What follows belongs to an exercise in optimizing a design on an open flow for small area, a short achievable clock period and few clock cycles; a production flow would make more cautious choices.
The RTL was checked by simulation tests, not by an equivalence proof against the original design.
Power and IR drop assume default switching activity.

Design prbs_corr_top, start of the top module:
module prbs_corr_top (
    input  logic                       clk,
    input  logic                       rst_n,
    input  logic signed [12-1:0] adc_i_i,
    input  logic signed [12-1:0] adc_q_i,
    input  logic                       adc_valid_i,
    output logic                       adc_ready_o,
    input  logic                       cfg_enable_i,
    input  logic                       cfg_mode_i,
    input  logic [24-1:0]     cfg_threshold_i,
    output logic signed [24-1:0] corr_i_o,
    output logic signed [24-1:0] corr_q_o,
    output logic [7-1:0]    corr_bin_o,
    output logic                       corr_valid_o,
    output logic                       corr_last_o,
    output logic [24-1:0]     det_mag_o,
    output logic [7-1:0]    det_bin_o,
    output logic                       det_valid_o,
    output logic [16-1:0] det_count_o
);
For scale: ~10,000 cells after synthesis, roughly 160 I/O pins, ~0.16 mm2 of cells after synthesis.
clock: 8.0 ns
lec_check: 0
cap_margin: 20
core_margin: 2
core_utilization: 65
cts_cluster_diameter: 150
cts_cluster_size: 20
place_density: 0.76
setup_slack_margin: 4.45
slew_margin: 20
run.sh (not shown) runs the stock make flow with config.mk's settings and CLKGATE_MAP_FILE= SYNTH_SCRIPT=/design/flow/synth_recipe.tcl, a recipe that flattens the netlist after the stock synthesis.
The baseline went through all stages and came out clean.
Testbench counts at the start, summed over its fixed seeds: cycles 6,948.
Change:
--- a/flow/design.v
+++ b/flow/design.v
@@ -93,23 +93,23 @@
             fl_cnt_q    <= fl_cnt_d;
             flush_q     <= flush_d;
             cap_q       <= cap_d;
             m7_q        <= m7_d;
             n_q         <= n_d;
             cnt_q       <= cnt_d;
             addlast_q   <= addlast_d;
             first_add_q <= first;
             out_q       <= out_d;
             obin_q      <= obin_d;
             ready_q     <= ready_d;
-            vcnt_q      <= last_r ? 3'd5 : (vcnt_q != 3'd0 ? vcnt_q - 1'b1 : 3'd0);
+            vcnt_q      <= last_r ? 3'd3 : (vcnt_q != 3'd0 ? vcnt_q - 1'b1 : 3'd0);
             accept_r    <= accept;
             last_r      <= last;
             flush_r     <= flush_q;
             m7_r        <= m7_q;
             wrap_r      <= cap_q || addlast_q;
             first_add_r <= first_add_q;
             tap_valid_r <= out_q;
             tap_last_r  <= out_last;
             tap_bin_r   <= obin_q;
         end
     end
@@ -117,66 +117,58 @@
     always_ff @(posedge clk) begin
         ui_r <= {~adc_i_i[11], adc_i_i[10:0]};
         uq_r <= {~adc_q_i[11], adc_q_i[10:0]};
     end
     logic [11:0] ui, uq;
     assign ui = accept_r ? ui_r : 12'd0;
     assign uq = accept_r ? uq_r : 12'd0;
     logic        step;
     assign step  = accept_r || (vcnt_q != 3'd0);
     logic [11:0] p1i_q, p1q_q;
     logic [12:0] p2i_q, p2q_q;
-    logic [13:0] p3i_q, p3q_q, p4i_q, p4q_q;
-    logic [14:0] p5i_q, p5q_q;
+    logic [13:0] p3i_q, p3q_q;
     logic [11:0] w1i, w1q;
     logic [12:0] w2i, w2q;
     logic [13:0] w3i, w3q, w4i, w4q;
-    logic [14:0] w5i, w5q, w6i, w6q;
     assign w1i = ui;
     assign w1q = uq;
     assign w2i = {1'b0, ui} + {1'b0, p1i_q};
     assign w2q = {1'b0, uq} + {1'b0, p1q_q};
     assign w3i = {2'b0, ui} + {1'b0, p2i_q};
     assign w3q = {2'b0, uq} + {1'b0, p2q_q};
     assign w4i = {2'b0, ui} + p3i_q;
     assign w4q = {2'b0, uq} + p3q_q;
-    assign w5i = {3'b0, ui} + {1'b0, p4i_q};
-    assign w5q = {3'b0, uq} + {1'b0, p4q_q};
-    assign w6i = {3'b0, ui} + p5i_q;
-    assign w6q = {3'b0, uq} + p5q_q;
     always_ff @(posedge clk) begin
         if (step) begin
-            p1i_q <= w1i; p2i_q <= w2i; p3i_q <= w3i; p4i_q <= w4i; p5i_q <= w5i;
-            p1q_q <= w1q; p2q_q <= w2q; p3q_q <= w3q; p4q_q <= w4q; p5q_q <= w5q;
+            p1i_q <= w1i; p2i_q <= w2i; p3i_q <= w3i;
+            p1q_q <= w1q; p2q_q <= w2q; p3q_q <= w3q;
         end else if (flush_r) begin
-            p1i_q <= '0; p2i_q <= '0; p3i_q <= '0; p4i_q <= '0; p5i_q <= '0;
-            p1q_q <= '0; p2q_q <= '0; p3q_q <= '0; p4q_q <= '0; p5q_q <= '0;
+            p1i_q <= '0; p2i_q <= '0; p3i_q <= '0;
+            p1q_q <= '0; p2q_q <= '0; p3q_q <= '0;
         end
     end
-    logic [14:0] wzi [7], wzq [7];
+    logic [14:0] wzi [5], wzq [5];
     assign wzi[0] = '0;              assign wzq[0] = '0;
     assign wzi[1] = {3'b0, w1i};     assign wzq[1] = {3'b0, w1q};
     assign wzi[2] = {2'b0, w2i};     assign wzq[2] = {2'b0, w2q};
     assign wzi[3] = {1'b0, w3i};     assign wzq[3] = {1'b0, w3q};
     assign wzi[4] = {1'b0, w4i};     assign wzq[4] = {1'b0, w4q};
-    assign wzi[5] = w5i;             assign wzq[5] = w5q;
-    assign wzi[6] = w6i;             assign wzq[6] = w6q;
-    logic [7*15-1:0] bus_i_q, bus_q_q;
+    logic [5*15-1:0] bus_i_q, bus_q_q;
     always_ff @(posedge clk) begin
-        for (int k = 1; k <= 6; k++) begin
+        for (int k = 1; k <= 4; k++) begin
             bus_i_q[k*15 +: 15] <= step ? wzi[k] : 15'd0;
             bus_q_q[k*15 +: 15] <= step ? wzq[k] : 15'd0;
         end
     end
-    assign bus_i_o = {bus_i_q[7*15-1:15], 15'd0};
-    assign bus_q_o = {bus_q_q[7*15-1:15], 15'd0};
+    assign bus_i_o = {30'd0, bus_i_q[5*15-1:15], 15'd0};
+    assign bus_q_o = {30'd0, bus_q_q[5*15-1:15], 15'd0};
     assign m7_o        = m7_r;
     assign wrap_pass_o = wrap_r;
     assign flush_o     = flush_r;
     assign first_add_o = first_add_r;
     assign tap_valid_o = tap_valid_r;
     assign tap_bin_o   = tap_bin_r;
     assign tap_last_o  = tap_last_r;
 endmodule
 `timescale 1ns/1ps
 `timescale 1ns/1ps
 `timescale 1ns/1ps
@@ -184,23 +176,23 @@
     parameter int W = 18
 ) (
     input  logic          clk,
     input  logic [7*15-1:0]  bus_i,
     input  logic [7*15-1:0]  bus_q,
     input  logic          m7_i,
     input  logic          wrap_pass_i,
     input  logic          flush_i,
     output logic [W-1:0]  tap_i_o,
     output logic [W-1:0]  tap_q_o
 );
-    localparam logic [1015:0] TAB = 1016'h00000000000000000000007600000000007500000000007400710000007300000000007200000073007100000072000000710071000072000000000071000000007400000000007300007200007200007100007100710000710000000071000000000300000130000210010000100110000000024000007200710001002100;
+    localparam logic [1015:0] TAB = 1016'h00000000000000720000007400710000007400000000007400710000007300000000007200000073007100000072000000710071000072000000000071000000007400000000007300007200007200007100007100710000710000000071000000000300000130000210010000100110000000024000007200710001002100;
     localparam int K1 = 6;
     localparam int K2 = 12;
     logic [127*W-1:0] ri, rq;
     logic [126:0]     p1i, p1q, p2i, p2q;
     genvar d, b;
     generate
         for (d = 0; d < 127; d++) begin : g_pos
             localparam int J  = (d == 126) ? 0 : d + 1;
             localparam int BA = TAB[8*J +: 4];
             localparam int BB = TAB[8*J+4 +: 4];
             logic [14:0]  bi, bq;
After rerunning:
- routed wire length is lower by a few percent
- fmax is lower slightly
- worst setup slack degrades by 0.014 ns
- register-to-register slack degrades by 0.02 ns
- global-route usage is lower by 0.19 points
- total power is lower by a few percent
Testbench counts after the change, summed over its fixed seeds: cycles 6,948.

## port drivers added, routing unchanged
The flow's constraints put no driver on any port. The routed layouts listed below were extracted and timed again, unchanged, in two steps. Step 1 assumes that a clkbuf_16 drives the clock port and a buf_2 every other input. Step 2 times the ports against the registers' clock, not the clock port: input delays grow and output delays shrink by t, the midpoint of the rising clock arrivals with the driver on. Slacks: ideal / step 1 / step 2; pairs: ideal / step 1.
run | shift t [ns] | slack for setup (ns) | worst setup path after step 2
the first run | 1.023 | 4.483 / 4.437 / 3.771 | input to register
the second run | 1.002 | 4.469 / 4.427 / 3.842 | input to register
After both steps setup and hold are still met in every run listed. For the first run, which loses most, drivers alone change the setup slack by -0.046 ns; drivers and shift together by -0.712 ns.
